This design comes from an exercise in tuning for small area, a short achievable clock period and few clock cycles per item on the open sky130 flow, not from production work.
Function was checked by simulation only, so behaviour that the tests miss may differ from the original.

## muldiv_seq
module muldiv_seq #(
  parameter int W  = 64,
  parameter int CW = 7
) (
  input  logic         clk,
  input  logic         rst,
  input  logic         start,
  input  logic         op_div,
  input  logic         op_signed,
  input  logic         op_dword,
  input  logic [W-1:0] rs,
  input  logic [W-1:0] rt,
  input  logic         rd_hilo,
  input  logic         wr_hi,
  input  logic         wr_lo,
  input  logic [W-1:0] wdata,
  input  logic         kill,
  output logic         busy,
  output logic         done,
  output logic         stall,
  output logic [W-1:0] hi,
  output logic [W-1:0] lo
);
  typedef enum logic [2:0] {IDLE, MUL, NORM, DIV, FIX} state_t;
  state_t        state, nstate;
  logic [4:0]    cnt;
  logic          div_r, dw_r, neg_lo, neg_hi;
  logic [64:0]   a_r;         
  logic [63:0]   b_r;         
  logic          bprev_r;     
  logic          corr_r;      
  logic [66:0]   s_r, c_r;    
  logic [1:0]    cin_r;       
  logic [63:0]   pl_r;        
  logic        sa_in, sb_in;
  logic [64:0] xa_in;
  logic [63:0] ma_in, xb_in, mb_in;
  always_comb begin
    sa_in  = op_signed && (op_dword ? rs[63] : rs[31]);
    sb_in  = op_signed && (op_dword ? rt[63] : rt[31]);
    xa_in  = op_dword ? {sa_in, rs} : {{33{sa_in}}, rs[31:0]};
    xb_in  = op_dword ? rt : {{32{sb_in}}, rt[31:0]};
    ma_in  = sa_in ? (~xa_in[63:0] + 64'd1) : xa_in[63:0];
    mb_in  = (sb_in && op_div) ? (~xb_in + 64'd1) : xb_in;
  end
  localparam int TW = 83;     
  function automatic logic [2*TW-1:0] csa(input logic [TW-1:0] x, input logic [TW-1:0] y,
                                          input logic [TW-1:0] z);
    logic [TW-1:0] m;
    m   = (x & y) | (x & z) | (y & z);
    csa = {x ^ y ^ z, m[TW-2:0], 1'b0};
  endfunction
  logic [16:0]   bb;
  logic [7:0]    bneg, bone, btwo;
  logic [65:0]   by [8];
  logic [TW-1:0] rw [8];
  logic [TW-1:0] u1s, u1c, u2s, u2c, u3s, u3c, v1s, v1c, v2s, v2c, w1s, w1c, x1s, x1c, ms, mc;
  logic [14:0]   nvec;
  logic [17:0]   mlow;
  always_comb begin
    bb = {b_r[15:0], bprev_r};
    for (int i = 0; i < 8; i++) begin
      bneg[i] = bb[2*i+2];
      bone[i] = bb[2*i+1] ^ bb[2*i];
  ...
Size in the first run: roughly 8900 cells after synthesis, about 470 flip-flops, roughly 330 I/O pins.
make LEC_CHECK=0 CAP_MARGIN=20 CORE_MARGIN=2 CORE_UTILIZATION=40 SETUP_SLACK_MARGIN=5 SLEW_MARGIN=20 finish   # period 10.0 ns
run.sh (not shown) runs the stock make flow with config.mk's settings and CLKGATE_MAP_FILE= SYNTH_SCRIPT=/design/flow/synth_recipe.tcl, a recipe that flattens the netlist after the stock synthesis.
Testbench counts at the start, summed over its fixed seeds: cycles 18,100, ops 3,200.
==> next run, changes <==
- CORE_UTILIZATION: 40 -> 60
- SETUP_SLACK_MARGIN: 5 -> 4
- first-iteration DRC count came out higher by 20%
- worst hold slack barely changes
- die area came out lower by 33%
- setup slack gains 0.061 ns
- via count came out lower by 2.7%

* * *

== v12 ==
muldiv_seq, a different RTL version from the one above (not shown whole).
Size in the first run: about 9,500 cells after synthesis, ~330 I/O pins, roughly 0.079 mm2 of cells after synthesis.
export LEC_CHECK = 0
export CAP_MARGIN = 20
export CORE_MARGIN = 2
export CORE_UTILIZATION = 60
export SETUP_SLACK_MARGIN = 5
export SLEW_MARGIN = 20
create_clock -name core_clock -period 10.0 [get_ports {clk}]
standard.sh (not shown) runs the stock make flow with config.mk's settings and CLKGATE_MAP_FILE= SYNTH_SCRIPT=/design/flow/synth_recipe.tcl, a recipe that flattens the netlist after the stock synthesis.
==> flow/flow/run.sh <==
#!/bin/bash
# The standard layout (the standard.sh: standard synthesis, floorplan, place, CTS, route),
# with one change: ports are buffered with buf_1 cells (sized up later as needed) instead of
# the default clkdlybuf4s50_1.
set -euo pipefail
bash standard.sh 'BUFFER_PORTS_ARGS=-buffer_cell sky130_fd_sc_hd__buf_1' finish > standard_flow.log 2>&1
Testbench counts of v12, summed over its fixed seeds: cycles 18,205, ops 3,200.
[inputs] v58 vs v12
- changing CORE_UTILIZATION from 60 to 65
Notes after the runs:
- The remaining runs in v12 and v58 completed every stage, whereas v58 halted early.
- For v58, the flow was terminated by a tool error in 5_1_grt and produced no final design.
- Going from v12 to v58, initial cell density of the core higher; number of standard-cell rows in the floorplan lower; overall die height lower; share of cell area taken by muxes after synthesis roughly the same; synthesized-area fraction occupied by adder cells roughly the same.
--- input diff v58..v45 ---
- CORE_UTILIZATION now 60, was 65
- ABC_CLOCK_PERIOD_IN_PS now 5500, previously not set
==> comparison <==
v45 completed; timing, DRC and antenna clean
Delta (v45 minus v58): die extent in y rose about 4%, buffers inserted during post-CTS setup optimization lower, boundary pin count about even.
Here is what was changed in the inputs of v55 compared with v45.
- SETUP_SLACK_MARGIN now 4, was 5
- ABC_CLOCK_PERIOD_IN_PS no longer set, was 5500
--- outcome ---
v45: flow completed, timing, DRC and antenna clean
v55 reached the end of the flow, and the finished layout is clean on the timing, DRC and antenna checks.
Looking at via count of the first global-routing pass, v55 sits about 1.1% lower than v45 does.
Of the two candidates, v45 has the better minimum period implied by the final worst setup slack and v55 the worse one.
v55 ends up with lower ratio of cells with drive above 1 in the final layout than v45 does.
[v55] area added between synthesis and finish fell 4.5 points relative to v45
Data required time of the worst path across v55 and v45: no real change.
Comparing v45 with v55, the total placed instance area came out essentially unchanged.
From v45 to v55, sequential cell count did not move at all.
The final net count in v55 was lower than what v45 gave.
Here is what was changed in the inputs of v4 compared with v55.
- a change of SETUP_SLACK_MARGIN from 4 to 5
- a change of CORE_UTILIZATION from 60 to 55
Notes after the runs:
Between v55 and v4, maximum achievable frequency increased. Area added between synthesis and finish for v4: 5.7 points up relative to v55. Relative to v55, the post-cts sizing count of v4 is higher by 284. v4 against v55: post-route cell area rose by about 5.4%. When v4 is set beside v55, its number of fill cells in the layout turns out to be 1,199 larger.

* * *

muldiv_seq, a different RTL version from the one above (not shown whole).
Size in the first run: about 6900 cells after synthesis, ~400 flip-flops, roughly 330 I/O pins.
Settings: LEC_CHECK=0, CAP_MARGIN=20, CORE_MARGIN=2, CORE_UTILIZATION=40, SLEW_MARGIN=20; clock period 10.0 ns.
run.sh (not shown) runs the stock make flow with config.mk's settings and CLKGATE_MAP_FILE= SYNTH_SCRIPT=/design/flow/synth_recipe.tcl, a recipe that flattens the netlist after the stock synthesis.
Stock flow here: none of the scripts above is used.
The baseline ran to the end with no violations.
Testbench counts at the start, summed over its fixed seeds: cycles 22,038, ops 3,200.
==> next run, changes <==
SETUP_SLACK_MARGIN = 4   (was unset)
=>
- die area stays the same
- routed wire length rose by about 10%
- worst hold slack is about the same
- critical path depth falls by 5
- design area grows by 14%
- synthesized area is unchanged
- worst setup slack is better by 2.0 ns
- non-clock buffer count went up by 356
- clock skew barely changes

* * *

Setup of job 104:
muldiv_seq, a different RTL version from the one above (not shown whole).
For scale: ~9400 cells after synthesis, ~79000 µm² of cells after synthesis.
clock: 10.0 ns
lec_check: 0
cap_margin: 20
core_margin: 2
core_utilization: 60
setup_slack_margin: 5
slew_margin: 20
standard.sh (not shown) runs the stock make flow with config.mk's settings and CLKGATE_MAP_FILE= SYNTH_SCRIPT=/design/flow/synth_recipe.tcl, a recipe that flattens the netlist after the stock synthesis.
Scripts as last shown in full above: flow/flow/run.sh
Per the final summary, job 104 finished and its layout is clean on timing, DRC and antenna.
Testbench counts of job 104, summed over its fixed seeds: cycles 18,205, ops 3,200.
### job 104 -> job 105
--- a/flow/config.mk
+++ b/flow/config.mk
@@ -11 +11 @@
-export SETUP_SLACK_MARGIN = 5
+export SETUP_SLACK_MARGIN = 4
[summary]
Compared with job 104, in job 105 worst slew margin relative to its limit went up, core utilization lower, worst hold margin -3.8 ps, final area fell 4100 µm².

## afterwards: timing with drivers on the ports
No port has a modelled driver above. Below, the same layouts with a new extraction and two added sets of constraints.
Step 1 sets driving cells, clkbuf_16 on the clock port and buf_2 on the other inputs (assumed; they add their load-dependent delay and slew).
Step 2 also shifts input and output timing later by t, the mid clock arrival at the registers, as if the neighbouring blocks saw the same clock.
Three values: ideal ports, drivers, drivers and shift; two values: the first two.
| run | t (ns) | slack for setup (ns) | worst slew at a driven data input, ns |
|---|---|---|---|
| the first run of note 1 | 0.815 | 3.574 / 3.574 / 3.574 | 0.08 |
| the second run of note 1 | 0.827 | 3.635 / 3.635 / 3.360 | 0.11 |
| v12 | 0.789 | 4.630 / 4.630 / 4.343 | 0.22 |
| v45 | 0.789 | 4.630 / 4.630 / 4.343 | 0.22 |
| v55 | 0.780 | 4.090 / 4.038 / 3.420 | 0.20 |
| v4 | 0.790 | 4.532 / 4.532 / 4.344 | 0.19 |
| the first run of note 3 | 0.780 | 1.094 / 1.010 / 1.687 | 0.18 |
| the second run of note 3 | 0.778 | 3.063 / 2.970 / 3.069 | 0.19 |
| job 104 | 0.783 | 3.821 / 3.887 / 3.104 | 0.16 |
| job 105 | 0.786 | 3.892 / 3.935 / 3.149 | 0.22 |
After both steps every run listed still meets setup and hold. For job 105, which loses most, drivers alone change the setup slack by +0.043 ns; drivers and shift together by -0.743 ns.
